This is an optimization exercise on Yosys and OpenROAD, whose aim is a short achievable clock period and few clock cycles, not a production implementation. Function was checked by simulation only, so behaviour that the tests miss may differ from the original. Power figures rest on the tool's default switching activity, not on a simulated workload.

`design.v`:
```
module ks_level_tn #(parameter int W = 72, parameter int D = 1) (
  input  logic [W-1:0] g_i, p_i,
  output logic [W-1:0] gn_o, pn_o
);
  for (genvar i = 0; i < W; i++) begin : g_b
    if (i >= D) begin : g_m
      assign gn_o[i] = !(g_i[i] | (p_i[i] & g_i[i-D]));
      assign pn_o[i] = !(p_i[i] & p_i[i-D]);
    end else begin : g_c
      assign gn_o[i] = !g_i[i];
      assign pn_o[i] = !p_i[i];
    end
  end
endmodule
module ks_level_nt #(parameter int W = 72, parameter int D = 1) (
  input  logic [W-1:0] gn_i, pn_i,
  output logic [W-1:0] g_o, p_o
);
  for (genvar i = 0; i < W; i++) begin : g_b
    if (i >= D) begin : g_m
      assign g_o[i] = !(gn_i[i] & (pn_i[i] | gn_i[i-D]));
      assign p_o[i] = !(pn_i[i] | pn_i[i-D]);
    end else begin : g_c
      assign g_o[i] = !gn_i[i];
      assign p_o[i] = !pn_i[i];
    end
  end
endmodule
module ks_pre #(parameter int W = 72) (
  input  logic [W-1:0] a_i, b_i,
  output logic [W-1:0] g_o, p_o
);
  assign g_o = a_i & b_i;
  assign p_o = a_i ^ b_i;
endmodule
module ks_post #(parameter int W = 72, parameter bit CN = 1'b0) (
  input  logic [W-1:0] p_i, c_i,
  output logic [W-1:0] s_o
);
  logic [W-1:0] c;
  assign c   = CN ? ~c_i : c_i;
  assign s_o = p_i ^ {c[W-2:0], 1'b0};
endmodule
module cpa #(parameter int W = 72) (input logic [W-1:0] a_i, b_i, output logic [W:0] s_o);
  localparam int L = (W > 64) ? 7 : (W > 32) ? 6 : (W > 16) ? 5 : 4;   
  logic [W-1:0] g [0:L];
  logic [W-1:0] p [0:L];
  ks_pre #(.W(W)) u_pre (.a_i(a_i), .b_i(b_i), .g_o(g[0]), .p_o(p[0]));
  for (genvar l = 0; l < L; l++) begin : g_l
    if (l % 2 == 0) begin : g_tn
      ks_level_tn #(.W(W), .D(1 << l)) u_l (.g_i(g[l]), .p_i(p[l]), .gn_o(g[l+1]), .pn_o(p[l+1]));
    end else begin : g_nt
      ks_level_nt #(.W(W), .D(1 << l)) u_l (.gn_i(g[l]), .pn_i(p[l]), .g_o(g[l+1]), .p_o(p[l+1]));
    end
  end
  ks_post #(.W(W), .CN(L % 2 == 1)) u_post (.p_i(p[0]), .c_i(g[L]), .s_o(s_o[W-1:0]));
  assign s_o[W] = (L % 2 == 1) ? !g[L][W-1] : g[L][W-1];
endmodule
module mul_acc_stream #(
  parameter int ACC_W = 72,
  parameter int CNT_W = 16
) (
  input  logic             clk,
  input  logic             rst,
  input  logic             clear,
  input  logic             in_valid,
  output logic             in_ready,
  input  logic [31:0]      in_a,
  input  logic [31:0]      in_b,
  input  logic             in_last,
  output logic             out_valid,
  input  logic             out_ready,
  output logic [ACC_W-1:0] out_acc,
  output logic [CNT_W-1:0] out_count,
  output logic             out_overflow
);
  localparam int R = 2;
  logic             live_q;    
  logic             full_q;    
  logic [CNT_W-1:0] cnt_q;     
  logic             ovf_q;     
  logic [R-1:0][ACC_W-1:0] rows_q;
  localparam int NB = 17;           
  localparam int NA = NB + R;       
  function automatic integer nrows(input integer n0, input integer nout, input integer lvl);
    integer n;
    integer l;
    begin
      n = n0;
      for (l = 0; l < lvl; l = l + 1) begin
        if (n > nout) n = 2 * (n / 3) + (n % 3);
      end
      nrows = n;
    end
  endfunction
  function automatic integer nlevels(input integer n0, input integer nout);
    integer n;
    integer l;
    begin
      n = n0;
      l = 0;
      while (n > nout) begin
        n = 2 * (n / 3) + (n % 3);
        l = l + 1;
      end
      nlevels = l;
    end
  endfunction
  localparam int LA = nlevels(NA, R);
  logic take_s, accept_s, keep_s;
  assign take_s   = full_q && out_ready && !clear;
  assign in_ready = !full_q || out_ready;
  assign accept_s = in_valid && in_ready && !clear;
  assign keep_s   = live_q || (full_q && !out_ready);
  logic [34:0]    bx;
  logic [NB-1:0]  one_s, two_s, neg_s, pos_s;
  assign bx = {2'b00, in_b, 1'b0};
  for (genvar k = 0; k < NB; k++) begin : g_enc
    assign one_s[k] = accept_s && (bx[2*k+1] ^ bx[2*k]);
    assign two_s[k] = accept_s && ((bx[2*k+2] && !bx[2*k+1] && !bx[2*k]) ||
                                   (!bx[2*k+2] && bx[2*k+1] && bx[2*k]));
    assign neg_s[k] = accept_s && bx[2*k+2];
    assign pos_s[k] = accept_s && !bx[2*k+2];
  end
  localparam logic [ACC_W-1:0] KC = 72'hff_5555_5556_0000_0000;
  logic [ACC_W-1:0] at [0:LA][0:NA-1];
  logic [NA-1:0]    adrop [0:LA];
  for (genvar k = 0; k < NB - 1; k++) begin : g_brow
    logic [32:0] x;
    for (genvar j = 0; j < 33; j++) begin : g_sel
      if (j == 0) begin : g_lo
        assign x[j] = (one_s[k] && in_a[j]) ^ neg_s[k];
      end else if (j == 32) begin : g_hi
        assign x[j] = (two_s[k] && in_a[j-1]) ^ neg_s[k];
      end else begin : g_mid
        assign x[j] = ((one_s[k] && in_a[j]) || (two_s[k] && in_a[j-1])) ^ neg_s[k];
      end
    end
    if (k == 0) begin : g_r0
      logic [ACC_W-1:0] kc;
      for (genvar p = 0; p < ACC_W; p++) begin : g_k
        if (p >= 36 && KC[p]) begin : g_one
          assign kc[p] = accept_s;
        end else begin : g_nil
          assign kc[p] = 1'b0;
        end
      end
      assign at[0][0] = kc | (ACC_W'({pos_s[0], neg_s[0], neg_s[0]}) << 33) | ACC_W'(x);
    end else begin : g_rk
      assign at[0][k] = (ACC_W'(pos_s[k]) << (2*k+33)) | (ACC_W'(x) << (2*k)) |
                        (ACC_W'(neg_s[k-1]) << (2*k-2));
    end
  end
  assign at[0][NB-1] = (ACC_W'(one_s[NB-1] ? in_a : 32'd0) << 32) |
                       (ACC_W'(neg_s[NB-2]) << 30);
  for (genvar r = 0; r < R; r++) begin : g_aacc
    assign at[0][NB+r] = keep_s ? rows_q[r] : '0;
  end
  assign adrop[LA] = '0;
  for (genvar lvl = 0; lvl < LA; lvl++) begin : g_al
    localparam int N = nrows(NA, R, lvl);
    localparam int G = N / 3;
    for (genvar g = 0; g < G; g++) begin : g_fa
      logic [ACC_W-1:0] x, y, z, c;
      assign x = at[lvl][3*g];
      assign y = at[lvl][3*g+1];
      assign z = at[lvl][3*g+2];
      assign c = (x & y) | (x & z) | (y & z);
      assign at[lvl+1][2*g]   = x ^ y ^ z;
      assign at[lvl+1][2*g+1] = {c[ACC_W-2:0], 1'b0};
      assign adrop[lvl][g]    = c[ACC_W-1];
    end
    for (genvar j = 3*G; j < N; j++) begin : g_pass
      assign at[lvl+1][2*G+j-3*G] = at[lvl][j];
    end
    for (genvar k = 2*G+N-3*G; k < NA; k++) begin : g_zero
      assign at[lvl+1][k] = '0;
    end
    for (genvar k = G; k < NA; k++) begin : g_nodrop
      assign adrop[lvl][k] = 1'b0;
    end
  end
  logic [R-1:0][ACC_W-1:0] tree_out;
  logic [LA*NA-1:0]        tree_drops;
  for (genvar r = 0; r < R; r++) begin : g_tout
    assign tree_out[r] = at[LA][r];
  end
  for (genvar l = 0; l < LA; l++) begin : g_dr
    assign tree_drops[l*NA +: NA] = adrop[l];
  end
  logic [LA*NA-1:0] drops_q;
  logic [3:0]       exc_q;
  logic [5:0]       ndrop_s;
  logic [6:0]       exc_s;         
  logic [6:0]       exc_d;
  always_comb begin
    ndrop_s = '0;
    for (int i = 0; i < LA * NA; i++) ndrop_s = ndrop_s + 6'(drops_q[i]);
  end
  assign exc_s = {{3{exc_q[3]}}, exc_q} + {1'b0, ndrop_s};
  assign exc_d = (keep_s ? exc_s : 7'd0) - 7'(accept_s);
  always_ff @(posedge clk or posedge rst) begin
    if (rst) begin
      live_q <= 1'b0;
      full_q <= 1'b0;
      cnt_q  <= '0;
      ovf_q  <= 1'b0;
      exc_q  <= '0;
    end else if (clear) begin
      live_q <= 1'b0;
      full_q <= 1'b0;
      cnt_q  <= '0;
      ovf_q  <= 1'b0;
      exc_q  <= '0;
    end else begin
      ovf_q <= keep_s && (ovf_q || (!exc_s[6] && exc_s != 7'd0));
      if (!exc_d[6] && exc_d > 7'd7) begin
        exc_q <= 4'd7;
      end else if (exc_d[6] && exc_d < 7'h7e) begin
        exc_q <= 4'he;
      end else begin
        exc_q <= exc_d[3:0];
      end
      if (accept_s) begin
        live_q <= !in_last;
        full_q <= in_last;
        cnt_q  <= !live_q ? CNT_W'(1) : (&cnt_q) ? cnt_q : cnt_q + CNT_W'(1);
      end else if (take_s) begin
        full_q <= 1'b0;
      end
    end
  end
  always_ff @(posedge clk) begin
    rows_q  <= tree_out;
    drops_q <= tree_drops;
  end
  logic [ACC_W:0] fin_sum;
  cpa #(.W(ACC_W)) u_cpa (
    .a_i (rows_q[0]),
    .b_i (rows_q[1]),
    .s_o (fin_sum)
  );
  assign out_valid    = full_q;
  assign out_acc      = fin_sum[ACC_W-1:0];
  assign out_count    = cnt_q;
  assign out_overflow = ovf_q || (!exc_s[6] && exc_s != 7'd0) ||
                        (exc_s == 7'd0 && fin_sum[ACC_W]);
endmodule
```
`config.mk`:
```
export PLATFORM = sky130hd
export DESIGN_NAME = mul_acc_stream
export DESIGN_NICKNAME = mul_acc_stream
export VERILOG_FILES = /design/flow/design.v
export SDC_FILE = /design/flow/constraint.sdc
export NUM_CORES = 4
export LEC_CHECK = 0
export CAP_MARGIN = 20
export CORE_MARGIN = 2
export CORE_UTILIZATION = 40
export PLACE_DENSITY = 0.55
export SETUP_SLACK_MARGIN = 4
export SLEW_MARGIN = 20
export SYNTH_HIERARCHICAL = 1
```
`flow/run.sh`:
```
#!/bin/bash
# The standard layout, with one change: synthesis does not map the adder
# trees to the library's full/half-adder cells (ADDER_MAP_FILE empty), so abc
# maps them to faster XOR/majority gates. Registers are untouched by this.
set -euo pipefail
bash standard.sh ADDER_MAP_FILE= finish > flow_make.log 2>&1
```
`constraint.sdc`:
```
create_clock -name core_clock -period 8.0 [get_ports {clk}]
set_input_delay 1.6000 -clock core_clock [delete_from_list [all_inputs] [get_ports {clk}]]
set_output_delay 1.6000 -clock core_clock [all_outputs]
set_load 0.01 [all_outputs]
```
`standard.sh`:
```
#!/bin/bash
# synth_recipe.tcl (not shown) runs the flow's synth.tcl, then flattens the netlist and writes it again
# the make line also repeats each setting of config.mk as NAME=value (left out here)
make -C /OpenROAD-flow-scripts/flow DESIGN_CONFIG=/design/flow/config.mk WORK_HOME=/design/flow/orfs CLKGATE_MAP_FILE= SYNTH_SCRIPT=/design/flow/synth_recipe.tcl "${@:-finish}"
```
==> summary.txt <==
-- per-stage QoR --
stage / instance area, um2 / hold slack (ns)
floorplan: 58400 / 0.482
global placement: 57500 / 0.525
global route: 84800 / 0.591
detailed placement: 57500 / 0.538
finish: 84800 / 0.550
CTS: 77100 / 0.549
-- sequential cells by signal, indices dropped and copies added, names as in the netlist --
name / cells
rows_q: 142
cnt_q: 16
drops_q: 4
exc_q: 4
full_q: 1
live_q: 1
ovf_q: 1
-- cells in the final DEF, fill, tap and decap left out, drive strengths merged, types with 171 or more instances in the layout --
| cell | instances |
|---|---|
| a21o | 257 |
| a21oi | 572 |
| a31oi | 188 |
| a32oi | 171 |
| buf | 1265 |
| inv | 259 |
| maj3 | 464 |
| nand2 | 612 |
| nor2 | 725 |
| o21ai | 590 |
| xnor2 | 813 |
| xor2 | 349 |
-- repair_timing --
| item | CTS | global route |
|---|---|---|
| endpoints found under the setup margin | 205 | 193 |
| endpoints found under the hold margin | 0 | 0 |
| gates resized for setup | 2441 | 1104 |
| hold buffers | 0 | 0 |
| buffers inserted | 638 | 299 |
| gates cloned | 152 | 37 |
| pin swaps | 634 | 646 |
-- power groups by stage --
| stage | combinational [mW] | sequential, mW | clock [mW] |
|---|---|---|---|
| after floorplan | 7.21 | 1.32 | 0 |
| after global placement | 9.61 | 1.48 | 0 |
| after detailed placement | 9.70 | 1.49 | 0 |
| after CTS | 12.8 | 1.74 | 0.879 |
| after global routing | 16.0 | 1.81 | 0.915 |
| final | 15.4 | 1.79 | 0.866 |
-- cell type report --
class,instances,area [um2]
multi-input cells,6453,58700
fillers,11000,51000
repair buffers,1416,18300
flip-flops and latches,169,3870
well taps,1781,2230
inverters,270,1120
clock buffers,20,437
clock inverters,12,119
diodes,5,12.5
repair inverters,1,7.51
-- final timing paths --
check	start	endpoint	slack (ns)
worst max-delay path	in_b[12]	rows_q[36]	3.07
worst min-delay path	exc_q[2]	exc_q[2]	0.55
worst max register to register	live_q	rows_q[36]	3.97
worst min register to register	exc_q[2]	exc_q[2]	0.55
max in group asynchronous	rst	full_q	5.79
min in group asynchronous	rst	exc_q[2]	1.62
-- worst max-delay path, cell delays in order --
cell	delay [ns]
buf_16	0.13
xor2_2	0.18
buf_6	0.13
and2_4	0.20
buf_12	0.13
buf_16	0.13
a221o_1	0.33
maj3_2	0.37
nor2_4	0.15
xnor2_2	0.10
xnor2_2	0.39
xor3_1	0.33
xnor3_2	0.47
buf_6	0.14
mux2i_1	0.20
o211ai_1	0.14
xor2_1	0.23
-- routing by layer --
| layer | vias up | part of all wire | global-route usage |
|---|---|---|---|
| met5 | - | 0.00086 | 0 |
| met4 | 22 | 0.088 | 0.253 |
| met3 | 1726 | 0.14 | 0.142 |
| met2 | 5327 | 0.40 | 0.567 |
| met1 | 32600 | 0.37 | 0.506 |
| li1 | 28900 | - | - |
==> metrics.md <==
| Metric | Value |
|---|---|
| GRT Total Usage | `0.398` |
| Critical path type | `primary input to flop` |
| DIE WIDTH | `374 um` |
| Area grow syn2layout | `54.5%` |
| Vias in the first global route | `61,500` |
| Finished Core Util | `0.624` |
| Hold/Removal Path Class | `flop to flop` |
| H-tree depth | `4` |
| Post-synthesis cell area | `0.0549 mm2` |
| Pint | `8.97 mW` |
| Seq pwr share | `0.099` |
| # nets final | `8,398` |
| Mean area per synthesized cell | `7.18 um2` |
| Startpoint Class | `primary input` |
| Initial DRC count | `10,500` |
| Initial antenna violation count | `18` |
| Die Y | `374 um` |
| Sw frac | `0.503` |
| Starting Density | `0.404` |
| CP endpoint kind | `flop` |
| P_leak | `33.2 nW` |
| Hpwl dp | `173,000 um` |
| Hold depth | `1` |
| GR Overflow Total | `0` |
| WP data required | `8.43 ns` |
| R2R depth | `14` |
| Port bufs | `160` |
| Worst rel slew slack | `0.156` |
| P per Cell Area | `213 mW/mm2` |
| DR vias/cell | `6.77` |
| Total Routed Length | `312,000 um` |
| RSZ-0062 raised after global routing | `true` |
| Worst vdd ir | `0.267 mV` |
| Area of the core | `0.136 mm2` |
| Slew Limit Fails | `0` |
| Setup TNS | `0 ns` |
| Final setup fails | `0` |
| Worst Skew | `0.0298 ns` |
| CTS tree | `built` |
| Combinational fraction of design power | `0.853` |
| Layout cells sized above 1 | `0.471` |
| Worst path arrival time | `5.36 ns` |
| Cts bufs inserted | `17` |
| Final worst setup slack | `3.07 ns` |
| Critical path fanouts, max | `6` |
| # IOs | `161` |
| DR WL/cell | `30.8 um` |
| Worst slew pin tran | `1.25 ns` |
| Vias post-DR | `68,600` |
| Clock-pin slew on the worst setup and hold paths | `0.08 ns` |
| Max Clk Rate | `0.203 GHz` |
| CTS root buf | `clkbuf_16` |
| Placed Cells | `8,964` |
| Clk sinks | `169` |
| Rows | `135` |
| Residual DRC count | `0` |
| Fin crit share | `0.616` |
| Sw Pwr | `9.08 mW` |
| GPL Wtd Cong | `0.976` |
| Clock Power Share | `0.048` |
| Status | `finished clean` |
| Post-DRT Antenna Nets | `0` |
| Pre-CTS WS | `1.50 ns` |
| CTS Buffer Depth | `2` |
| Largest net degree at the start of global routing | `61` |
| Detailed Routing Iterations Pass 1 | `14` |
| Die Footprint | `0.140 mm2` |
| Clock Latency Late Sink | `0.54 ns` |
| Max-cap violations | `0` |
| Fin crit period | `4.93 ns` |
| First-pass GRT wire length | `420,000 um` |
| Total Power | `18.0 mW` |
| Cell count after synthesis | `7,648` |
| Synth warn | `12` |
| Fin. Hold Viols | `0` |
| Final cell count without fillers | `10,100` |
Testbench counts, summed over its fixed seeds: cycles 3,215.

==> what the ideal ports hide <==
The results above use ideal ports. As a check the final layout listed here was re-extracted and re-timed, cells and wires unchanged. Step 1, drivers: a clkbuf_16 drives clk and a buf_2 each remaining input, both assumed. Step 2 also shifts input and output timing later by t, the mid clock arrival at the registers, as if the neighbouring blocks saw the same clock. Three values: ideal ports, drivers, drivers and shift; two values: the first two.
t, ns: 0.591
slack for setup (ns): 3.071 / 3.000 / 2.410
hold slack, ns: 0.550 / 0.550 / 0.550
worst slew at a driven data input, ns: 0.39
pins driven straight from the clock port: 1
After both steps this run still meets setup and hold. The setup slack of this run moves by -0.071 ns with the drivers and by -0.661 ns with both steps.
